This design comes from an exercise in tuning for small area, a short achievable clock period and few clock cycles per item on the open sky130 flow, not from production work.
In this exercise RTL edits were held to simulation tests only and were not proved equivalent to the original.
Power is estimated from default activity; no workload was simulated.

## run 1
Design motion_standby_decider, start of the top module:
module motion_standby_decider #(
   parameter int TIME_BITS  = 32,
   parameter int ACCEL_BITS = 16
) (
   input  logic                                 clock,
   input  logic                                 reset,
   input  logic                                 csr_wr_en,
   input  logic [msd_pkg::CSR_INDEX_BITS-1:0]   csr_index,
   input  logic [msd_pkg::CSR_DATA_BITS-1:0]    csr_wr_data,
   input  logic                                 req_valid,
   output logic                                 req_stall,
   input  logic [1:0]                           req_kind,
   input  logic [TIME_BITS-1:0]                 req_now_ms,
   input  logic [1:0]                           req_screen_context,
   input  logic [1:0]                           req_flat_class,
   input  logic signed [ACCEL_BITS-1:0]         req_accel_x,
   input  logic signed [ACCEL_BITS-1:0]         req_accel_y,
   input  logic signed [ACCEL_BITS-1:0]         req_accel_z,
   output logic                                 rsp_valid,
   input  logic                                 rsp_stall,
   output logic [1:0]                           rsp_verdict,
   output logic                                 rsp_screen_off,
   output logic                                 rsp_standby_now,
   output logic                                 rsp_wake_allowed
);
Size in the first run: ~370 flip-flops, about 130 I/O pins, about 0.021 mm2 of cells after synthesis.
==> flow/config.mk <==
export PLATFORM = sky130hd
export DESIGN_NAME = motion_standby_decider
export DESIGN_NICKNAME = motion_standby_decider
export VERILOG_FILES = /design/flow/design.v
export SDC_FILE = /design/flow/constraint.sdc
export NUM_CORES = 4
export LEC_CHECK = 0
export CAP_MARGIN = 20
export CORE_MARGIN = 2
export CORE_UTILIZATION = 60
export SLEW_MARGIN = 20
==> flow/constraint.sdc <==
create_clock -name core_clock -period 16.0 [get_ports {clock}]
set_input_delay 3.2000 -clock core_clock [delete_from_list [all_inputs] [get_ports {clock}]]
set_output_delay 3.2000 -clock core_clock [all_outputs]
set_load 0.01 [all_outputs]
standard.sh (not shown) runs the stock make flow with config.mk's settings and CLKGATE_MAP_FILE= SYNTH_SCRIPT=/design/flow/synth_recipe.tcl, a recipe that flattens the netlist after the stock synthesis.
==> flow/flow/run.sh <==
#!/bin/bash
# Standard layout with these changes:
# - synthesis maps the logic with flow/abc_delay.script (ABC delay target 3000 ps) through
#   flow/my_synth.tcl, and leaves adders to ABC (no full-adder cell extraction), so ABC
#   sees whole arithmetic paths; registers are untouched;
# - port buffers are plain buf_1 cells;
# - timing repair aims at a setup margin (slack to keep in reserve) of 11.6 ns;
# - the clock tree uses clkbuf_8 cells over clusters of up to 12 registers, without dummy loads.
set -euo pipefail
export MY_ABC_SCRIPT=$PWD/flow/abc_delay.script
export BUFFER_PORTS_ARGS="-buffer_cell sky130_fd_sc_hd__buf_1"
export CTS_ARGS="-sink_clustering_enable -repair_clock_nets -dont_use_dummy_load -buf_list sky130_fd_sc_hd__clkbuf_8 -sink_clustering_size 12 -sink_clustering_max_diameter 50"
bash standard.sh SYNTH_SCRIPT=$PWD/flow/my_synth.tcl ADDER_MAP_FILE= SETUP_SLACK_MARGIN=11.6 finish > make_finish.log 2>&1
==> flow/flow/abc_delay.script <==
strash
dch
map -D 3000
topo
stime -c
buffer -c
upsize -c
dnsize -c
==> flow/flow/my_synth.tcl <==
proc synth {args} { yosys synth -nofsm -noshare {*}$args }
# technology mapping with this flow's own ABC script (MY_ABC_SCRIPT) in place of ORFS's
proc abc {args} {
  set i [lsearch -exact $args -script]
  if {$i >= 0 && [info exists ::env(MY_ABC_SCRIPT)]} {
    set args [lreplace $args [expr {$i + 1}] [expr {$i + 1}] $::env(MY_ABC_SCRIPT)]
  }
  yosys abc {*}$args
}
source $::env(SCRIPTS_DIR)/synth.tcl
# left out here: clear keep_hierarchy, flatten, clean up, hide names made inside functions, write 1_2_yosys.v
Having completed the whole flow, run 1 delivered a layout that passed the timing, design-rule and antenna checks.
Testbench counts of run 1, summed over its fixed seeds: cycles 24,016, items 24,000.
> inputs changed (run 1 -> run 2)
==> flow/flow/abc_delay.script <==
strash
dch
map -D 3000 -B 0.9
topo
stime -c
buffer -c
upsize -c -D 3000
dnsize -c -D 3000
--- outcome ---
Summary of run 2 over run 1: biggest fanout along the worst timing path now larger; register cell area after layout comparable; total number of cells along the worst setup path went down.
> inputs changed (run 2 -> run 3)
diff --git a/flow/config.mk b/flow/config.mk
--- a/flow/config.mk
+++ b/flow/config.mk
@@ -10 +10,2 @@
-export CORE_UTILIZATION = 60
+export CORE_UTILIZATION = 70
+export GPL_TIMING_DRIVEN = 1
[summary]
In summary, run 3 completed successfully, with a layout that passed the timing, design-rule and antenna checks. Compared with run 2, in run 3 maximum fanout count along the critical path fell 30, shortest clock period the worst path allows after layout barely changed, clock skew increased 0.064 ns. Run 3 reports its library cell contributing the largest single delay on the critical path as dfxtp_4 while run 2 reports clkbuf_4. The synthesized area of run 2 and that of run 3 are within noise of each other. Looking at run 2 and run 3, the final critical-path setup slack is a wash. Where routed wire length is concerned, run 2 is better than run 3.
Input changes introduced in run 4 (baseline for comparison: run 3):
diff --git a/flow/flow/run.sh b/flow/flow/run.sh
--- a/flow/flow/run.sh
+++ b/flow/flow/run.sh
@@ -7 +7 @@
-# - timing repair aims at a setup margin (slack to keep in reserve) of 11.6 ns;
+# - timing repair aims at a setup margin (slack to keep in reserve) of 11.8 ns;
@@ -13 +13 @@
-bash standard.sh SYNTH_SCRIPT=$PWD/flow/my_synth.tcl ADDER_MAP_FILE= SETUP_SLACK_MARGIN=11.6 finish > make_finish.log 2>&1
+bash standard.sh SYNTH_SCRIPT=$PWD/flow/my_synth.tcl ADDER_MAP_FILE= SETUP_SLACK_MARGIN=11.8 finish > make_finish.log 2>&1
diff --git a/flow/config.mk b/flow/config.mk
--- a/flow/config.mk
+++ b/flow/config.mk
@@ -10,2 +10 @@
-export CORE_UTILIZATION = 70
-export GPL_TIMING_DRIVEN = 1
+export CORE_UTILIZATION = 60
@@ -12,0 +12 @@
+export TNS_END_PERCENT = 5
==> summary.txt <==
Comparing run 4 against run 3, there is no change at all in residual overflow from global routing.
[compare] base=run 3 new=run 4: global routing usage on met3 saw little to no change, final cell count picked up an extra 2.3%, worst setup slack up 0.036 ns.
Per the comparison of run 4 with run 3, total detailed-routing wirelength lower, sequential power share lower, area overhead of the layout relative to synthesis higher, combinational cell fraction of total power higher.
Of run 4 and run 3, run 4 shows the higher design internal power, with run 3 below it.
Run 4: ratio of total power to cell area 2.1% below run 3
On routing usage on met1: run 4 sits below run 3.
Edits applied to the flow inputs when going from run 4 to run 5:
diff --git a/flow/flow/run.sh b/flow/flow/run.sh
--- a/flow/flow/run.sh
+++ b/flow/flow/run.sh
@@ -7 +7 @@
-# - timing repair aims at a setup margin (slack to keep in reserve) of 11.8 ns;
+# - timing repair aims at a setup margin (slack to keep in reserve) of 11.6 ns;
@@ -13 +13 @@
-bash standard.sh SYNTH_SCRIPT=$PWD/flow/my_synth.tcl ADDER_MAP_FILE= SETUP_SLACK_MARGIN=11.8 finish > make_finish.log 2>&1
+bash standard.sh SYNTH_SCRIPT=$PWD/flow/my_synth.tcl ADDER_MAP_FILE= SETUP_SLACK_MARGIN=11.6 finish > make_finish.log 2>&1
[summary]
On final wirelength, run 4 loses to run 5.
Filler cell count: run 5 vs run 4 up about 3%
Between run 4 and run 5, the clock distribution power does not differ in any meaningful way.
Run 5: register-to-register setup slack lower than run 4
Looking only at clock share of power, and setting everything else aside, the higher value of run 4 and run 5 goes to run 5.
Delay of the slowest critical-path stage up 0.03 ns in run 5 wrt run 4
Going from run 4 to run 5, via count shrank by 210; time the worst path needs with I/O delays and setup picked up an extra 0.048 ns.
For run 5, the worst setup path endpoint was lift_stable_ff[0], unlike run 4, where it was hold_time_ff[19].
Changes in run 6 relative to run 5:
diff --git a/flow/flow/run.sh b/flow/flow/run.sh
--- a/flow/flow/run.sh
+++ b/flow/flow/run.sh
@@ -8 +8 @@
-# - the clock tree uses clkbuf_8 cells over clusters of up to 12 registers, without dummy loads.
+# - the clock tree uses clkbuf_4 cells over clusters of up to 10 registers, without dummy loads.
@@ -12 +12 @@
-export CTS_ARGS="-sink_clustering_enable -repair_clock_nets -dont_use_dummy_load -buf_list sky130_fd_sc_hd__clkbuf_8 -sink_clustering_size 12 -sink_clustering_max_diameter 50"
+export CTS_ARGS="-sink_clustering_enable -repair_clock_nets -dont_use_dummy_load -buf_list sky130_fd_sc_hd__clkbuf_4 -sink_clustering_size 10 -sink_clustering_max_diameter 40"
diff --git a/flow/config.mk b/flow/config.mk
--- a/flow/config.mk
+++ b/flow/config.mk
@@ -12 +11,0 @@
-export TNS_END_PERCENT = 5
## What came out
Clock-pin transition on the worst setup and hold timing paths is higher on run 6
Synthesized-area fraction occupied by ao, oa, aoi and oai cells came out exactly the same in run 5 and run 6.
Looking at setup slack after placement across run 5 and run 6, the one that comes out higher is run 5.
Run 6 against run 5: share of power burned in combinational logic increased 1.3 points; critical path data required time went down 3.46 ns.
Compared with run 5, in run 6 fmax has decreased, antenna diode count has increased.

what the ideal ports hide:
The results above use ideal ports. As a check the final layouts listed here were re-extracted and re-timed, cells and wires unchanged.
Step 1, drivers: a clkbuf_16 drives clock and a buf_2 each remaining input, both assumed.
Step 2 moves the port delays by t, midway between the first and last clock arrival at a register: inputs arrive t later, outputs are due t later. That takes back most of the time a late clock gives input paths.
Three values: ideal, step 1, step 2; two values: the first two.
run	t (ns)	slack for setup (ns)	worst setup path after step 2
run 1	0.663	11.165 / 11.165 / 11.094	input to register
run 2	0.660	11.641 / 11.606 / 11.009	input to register
run 3	0.670	11.641 / 11.598 / 11.049	input to register
run 4	0.663	11.677 / 11.631 / 11.038	input to register
run 5	0.664	11.630 / 11.587 / 10.990	input to register
run 6	0.849	11.459 / 11.406 / 10.953	input to register
After both steps setup and hold are still met in every run listed. For run 5, which loses most, drivers alone change the setup slack by -0.043 ns; drivers and shift together by -0.640 ns.
